This design comes from an exercise in tuning for small area and a short achievable clock period on the open sky130 flow, not from production work.
Power figures rest on the tool's default switching activity, not on a simulated workload.

sierra:
==> flow/design.v <==
module fetch_dispatch_queue #(
    parameter int ADDRESS_WIDTH = 10,
    parameter int DATA_WIDTH    = 32,
    parameter int IPC           = 4,
    parameter int DEPTH         = 16,
    parameter int PTR_WIDTH     = 4,
    parameter int OPCODE_WIDTH  = 7
) (
    input  logic                      clk,
    input  logic                      rst,
    input  logic [IPC*DATA_WIDTH-1:0] FET_bundle,
    input  logic [IPC-1:0]            FET_validMask,
    input  logic [ADDRESS_WIDTH-1:0]  FET_pc,
    input  logic                      FET_bundleValid,
    output logic                      FET_ready,
    output logic [DATA_WIDTH-1:0]     DEC_data,
    output logic [ADDRESS_WIDTH-1:0]  DEC_pc,
    output logic                      DEC_dataValid,
    input  logic                      DEC_ready,
    input  logic                      flush,
    output logic [PTR_WIDTH:0]        count
    ,output logic [15:0]              rtype_count
);
    localparam int CNT_W = PTR_WIDTH + 1;
    localparam int LW    = $clog2(IPC);
    localparam int AW    = ADDRESS_WIDTH;
    localparam int DW    = DATA_WIDTH;
    function automatic logic [PTR_WIDTH-1:0] ptr_add(input logic [PTR_WIDTH-1:0] a, input int k);
        ptr_add = '0;
        for (int v = 0; v < (1 << PTR_WIDTH); v++) begin
            if (a == PTR_WIDTH'(v)) ptr_add = PTR_WIDTH'(v + k);
        end
    endfunction
    function automatic logic [CNT_W-1:0] cnt_add(input logic [CNT_W-1:0] a, input int k);
        cnt_add = '0;
        for (int v = 0; v < (1 << CNT_W); v++) begin
            if (a == CNT_W'(v)) cnt_add = CNT_W'(v + k);
        end
    endfunction
    function automatic logic [15:0] inc16(input logic [15:0] a);
        logic c;
        for (int i = 0; i < 16; i++) begin
            c = 1'b1;
            for (int k = i - 1; k >= 0; k--) c = c & a[k];
            inc16[i] = a[i] ^ c;
        end
    endfunction
    logic [DW-1:0] mem_data [DEPTH];
    logic [AW-1:0] mem_pc   [DEPTH];
    logic [PTR_WIDTH-1:0] head_nx;    
    logic [PTR_WIDTH-1:0] tail;
    logic                 push;
    logic                 pop;
    assign FET_ready     = count <= CNT_W'(DEPTH - IPC);
    assign DEC_dataValid = count != '0;
    assign push          = FET_bundleValid && FET_ready && !flush;
    assign pop           = DEC_dataValid && DEC_ready && !flush;
    function automatic logic [IPC-1:0] f_nge(input logic [IPC-1:0] mask);
        int cnt;
        f_nge = '0;
        for (int mv = 0; mv < (1 << IPC); mv++) begin
            cnt = 0;
            for (int i = 0; i < IPC; i++) cnt = cnt + ((mv >> i) & 1);
            if (mask == IPC'(mv)) begin
                for (int k = 0; k < IPC; k++) f_nge[k] = cnt > k;
            end
        end
    endfunction
    function automatic logic [IPC-1:0] f_hit(input logic [IPC-1:0] mask, input logic [LW-1:0] tl, input int m);
        int pos;
        f_hit = '0;
        for (int mv = 0; mv < (1 << IPC); mv++) begin
            for (int t = 0; t < IPC; t++) begin
                pos = t;
                for (int i = 0; i < IPC; i++) begin
                    if (((mv >> i) & 1) != 0) begin
                        if (pos % IPC == m && mask == IPC'(mv) && tl == LW'(t)) f_hit[i] = 1'b1;
                        pos = pos + 1;
                    end
                end
            end
        end
    endfunction
    function automatic logic [AW-1:0] f_slot_pc(input logic [AW-1:0] pc, input int s);
        logic [AW-LW-1:0] hi_inc;
        logic             c;
        for (int b = 0; b < AW - LW; b++) begin
            c = 1'b1;
            for (int k = b - 1; k >= 0; k--) c = c & pc[LW+k];
            hi_inc[b] = pc[LW+b] ^ c;
        end
        f_slot_pc = '0;
        for (int lo = 0; lo < IPC; lo++) begin
            if (pc[LW-1:0] == LW'(lo)) begin
                f_slot_pc = {(lo + s >= IPC) ? hi_inc : pc[AW-1:LW], LW'(lo + s)};
            end
        end
    endfunction
    logic [IPC-1:0] nge;
    logic [IPC-1:0] hit     [IPC];
    logic [AW-1:0]  slot_pc [IPC];
    assign nge = f_nge(FET_validMask);
    for (genvar m = 0; m < IPC; m++) begin : g_hit
        assign hit[m]     = f_hit(FET_validMask, tail[LW-1:0], m);
        assign slot_pc[m] = f_slot_pc(FET_pc, m);
    end
    logic [DW-1:0] lane_data [IPC];
    logic [AW-1:0] lane_pc   [IPC];
    for (genvar m = 0; m < IPC; m++) begin : g_lane
        logic [DW-1:0] d_terms [IPC];
        logic [AW-1:0] p_terms [IPC];
        for (genvar i = 0; i < IPC; i++) begin : g_term
            assign d_terms[i] = {DW{hit[m][i]}} & FET_bundle[i*DW +: DW];
            assign p_terms[i] = {AW{hit[m][i]}} & slot_pc[i];
        end
        assign lane_data[m] = d_terms[0] | d_terms[1] | d_terms[2] | d_terms[3];
        assign lane_pc[m]   = p_terms[0] | p_terms[1] | p_terms[2] | p_terms[3];
    end
    logic [DEPTH-1:0] tail_oh;
    for (genvar j = 0; j < DEPTH; j++) begin : g_tail_oh
        assign tail_oh[j] = tail == PTR_WIDTH'(j);
    end
    for (genvar j = 0; j < DEPTH; j++) begin : g_entry
        logic we;
        assign we = push && ((tail_oh[j] && nge[0]) || (tail_oh[(j + DEPTH - 1) % DEPTH] && nge[1]) ||
                             (tail_oh[(j + DEPTH - 2) % DEPTH] && nge[2]) || (tail_oh[(j + DEPTH - 3) % DEPTH] && nge[3]));
        always_ff @(posedge clk) begin
            if (we) begin
                mem_data[j] <= lane_data[j % IPC];
                mem_pc[j]   <= lane_pc[j % IPC];
            end
        end
    end
    logic [PTR_WIDTH-1:0] tail_nx;
    logic [CNT_W-1:0]     count_nx;
    assign tail_nx = nge[3] ? ptr_add(tail, 4) : nge[2] ? ptr_add(tail, 3) : nge[1] ? ptr_add(tail, 2) :
                     nge[0] ? ptr_add(tail, 1) : tail;
    logic [CNT_W-1:0] count_push;
    logic [CNT_W-1:0] count_push_pop;
    assign count_push     = nge[3] ? cnt_add(count, 4) : nge[2] ? cnt_add(count, 3) : nge[1] ? cnt_add(count, 2) :
                            nge[0] ? cnt_add(count, 1) : count;
    assign count_push_pop = nge[3] ? cnt_add(count, 3) : nge[2] ? cnt_add(count, 2) : nge[1] ? cnt_add(count, 1) :
                            nge[0] ? count : cnt_add(count, -1);
    assign count_nx = push ? (pop ? count_push_pop : count_push) : (pop ? cnt_add(count, -1) : count);
    always_ff @(posedge clk or negedge rst) begin
        if (!rst) begin
            head_nx <= PTR_WIDTH'(1);
            tail    <= '0;
            count <= '0;
        end else if (flush) begin
            head_nx <= PTR_WIDTH'(1);
            tail    <= '0;
            count <= '0;
        end else begin
            if (push) begin
                tail <= tail_nx;
            end
            if (pop) begin
                head_nx <= ptr_add(head_nx, 1);
            end
            count <= count_nx;
        end
    end
    logic [IPC-1:0] first_oh;
    logic [DW-1:0]  first_data;
    logic [AW-1:0]  first_pc;
    assign first_oh[0] = FET_validMask[0];
    for (genvar i = 1; i < IPC; i++) begin : g_first
        assign first_oh[i] = FET_validMask[i] && FET_validMask[i-1:0] == '0;
    end
    always_comb begin
        first_data = '0;
        first_pc   = '0;
        for (int i = 0; i < IPC; i++) begin
            first_data = first_data | ({DW{first_oh[i]}} & FET_bundle[i*DW +: DW]);
            first_pc   = first_pc   | ({AW{first_oh[i]}} & slot_pc[i]);
        end
    end
    logic [DW-1:0] out_data;
    logic [AW-1:0] out_pc;
    logic          take_next;
    logic          take_new;
    assign take_next = pop && count != CNT_W'(1);
    assign take_new  = count == '0 || (pop && count == CNT_W'(1));
    always_ff @(posedge clk) begin
        if (take_new) begin
            out_data <= first_data;
            out_pc   <= first_pc;
        end else if (take_next) begin
            out_data <= mem_data[head_nx];
            out_pc   <= mem_pc[head_nx];
        end
    end
    assign DEC_data = out_data;
    assign DEC_pc   = out_pc;
    localparam logic [OPCODE_WIDTH-1:0] RTYPE_OPCODE = OPCODE_WIDTH'(7'b0110011);
    always_ff @(posedge clk or negedge rst) begin
        if (!rst) begin
            rtype_count <= '0;
        end else if (pop && DEC_data[OPCODE_WIDTH-1:0] == RTYPE_OPCODE) begin
            rtype_count <= inc16(rtype_count);
        end
    end
endmodule
clock: 4.5 ns
lec_check: 0
cap_margin: 20
core_margin: 2
core_utilization: 35
slew_margin: 20
run.sh (not shown) runs the stock make flow with config.mk's settings and CLKGATE_MAP_FILE= SYNTH_SCRIPT=/design/flow/synth_recipe.tcl, a recipe that flattens the netlist after the stock synthesis.
[inputs] fjord vs sierra
--- a/flow/design.v
+++ b/flow/design.v
@@ -46,9 +46,9 @@
         end
     endfunction
     logic [DW-1:0] mem_data [DEPTH];
     logic [AW-1:0] mem_pc   [DEPTH];
-    logic [PTR_WIDTH-1:0] head_nx;    
+    logic [PTR_WIDTH-1:0] head;
     logic [PTR_WIDTH-1:0] tail;
     logic                 push;
     logic                 pop;
     assign FET_ready     = count <= CNT_W'(DEPTH - IPC);
@@ -143,57 +143,27 @@
                             nge[0] ? count : cnt_add(count, -1);
     assign count_nx = push ? (pop ? count_push_pop : count_push) : (pop ? cnt_add(count, -1) : count);
     always_ff @(posedge clk or negedge rst) begin
         if (!rst) begin
-            head_nx <= PTR_WIDTH'(1);
-            tail    <= '0;
+            head  <= '0;
+            tail  <= '0;
             count <= '0;
         end else if (flush) begin
-            head_nx <= PTR_WIDTH'(1);
-            tail    <= '0;
+            head  <= '0;
+            tail  <= '0;
             count <= '0;
         end else begin
             if (push) begin
                 tail <= tail_nx;
             end
             if (pop) begin
-                head_nx <= ptr_add(head_nx, 1);
+                head <= ptr_add(head, 1);
             end
             count <= count_nx;
         end
     end
-    logic [IPC-1:0] first_oh;
-    logic [DW-1:0]  first_data;
-    logic [AW-1:0]  first_pc;
-    assign first_oh[0] = FET_validMask[0];
-    for (genvar i = 1; i < IPC; i++) begin : g_first
-        assign first_oh[i] = FET_validMask[i] && FET_validMask[i-1:0] == '0;
-    end
-    always_comb begin
-        first_data = '0;
-        first_pc   = '0;
-        for (int i = 0; i < IPC; i++) begin
-            first_data = first_data | ({DW{first_oh[i]}} & FET_bundle[i*DW +: DW]);
-            first_pc   = first_pc   | ({AW{first_oh[i]}} & slot_pc[i]);
-        end
-    end
-    logic [DW-1:0] out_data;
-    logic [AW-1:0] out_pc;
-    logic          take_next;
-    logic          take_new;
-    assign take_next = pop && count != CNT_W'(1);
-    assign take_new  = count == '0 || (pop && count == CNT_W'(1));
-    always_ff @(posedge clk) begin
-        if (take_new) begin
-            out_data <= first_data;
-            out_pc   <= first_pc;
-        end else if (take_next) begin
-            out_data <= mem_data[head_nx];
-            out_pc   <= mem_pc[head_nx];
-        end
-    end
-    assign DEC_data = out_data;
-    assign DEC_pc   = out_pc;
+    assign DEC_data = mem_data[head];
+    assign DEC_pc   = mem_pc[head];
     localparam logic [OPCODE_WIDTH-1:0] RTYPE_OPCODE = OPCODE_WIDTH'(7'b0110011);
     always_ff @(posedge clk or negedge rst) begin
         if (!rst) begin
             rtype_count <= '0;
Notes after the runs:
Comparing fjord and sierra, number of DRC markers in iteration 0 is lower on fjord.
Worst hold slack after final layout: fjord vs sierra down 0.013 ns
Synthesized-area fraction occupied by and/or/nand/nor cells: sierra vs fjord — no meaningful difference
Relative to sierra, number of instances in the synthesized netlist decreased by 12% in fjord.
Side by side, x dimension of the die turned out lower in fjord than in sierra.
Critical path's slowest cell: clkdlybuf4s50_1 -> fjord, a2111oi_0 -> sierra
Taking sierra as 1.0, fjord lands at 0.884 on number of nets in the synthesized netlist.
fjord has worst setup slack after layout below what sierra had.
The final layout from fjord, which completed every stage, passed the timing, DRC and antenna checks at the end of the flow.
Taking sierra as the reference, in fjord leakage power figure went down by 1.3 nW, clock period minus final worst setup slack picked up an extra 0.80 ns, total power dropped 11%.
Against sierra, fjord comes in 122 lower on inserted tap cell count.
No functional check of the RTL was part of any run of this note.

port drivers added, routing unchanged:
How much do the figures lean on ideal ports? The routed layouts below were timed once more, with nothing changed but the port constraints.
Step 1: set_driving_cell puts a clkbuf_16 on clk and a buf_2 on each other input, an assumption about the parent block.
Step 2 adds t to the input delays and takes it off the output delays; t is the mean of the earliest and latest rising clock arrival at the registers after step 1. Input paths then give back, and output paths get back, about the clock's delay inside the block.
a / b / c = ideal ports / drivers / drivers and shift; a / b = the first two.
| run | t (ns) | setup slack, ns | pins driven straight from the clock port |
|---|---|---|---|
| sierra | 0.718 | 0.882 / 0.914 / 0.197 | 1 |
| fjord | 0.676 | 0.086 / 0.025 / 0.220 | 1 |
After both steps every run listed still meets setup and hold. The setup slack of sierra, which loses most, moves by +0.032 ns with the drivers and by -0.685 ns with both steps.
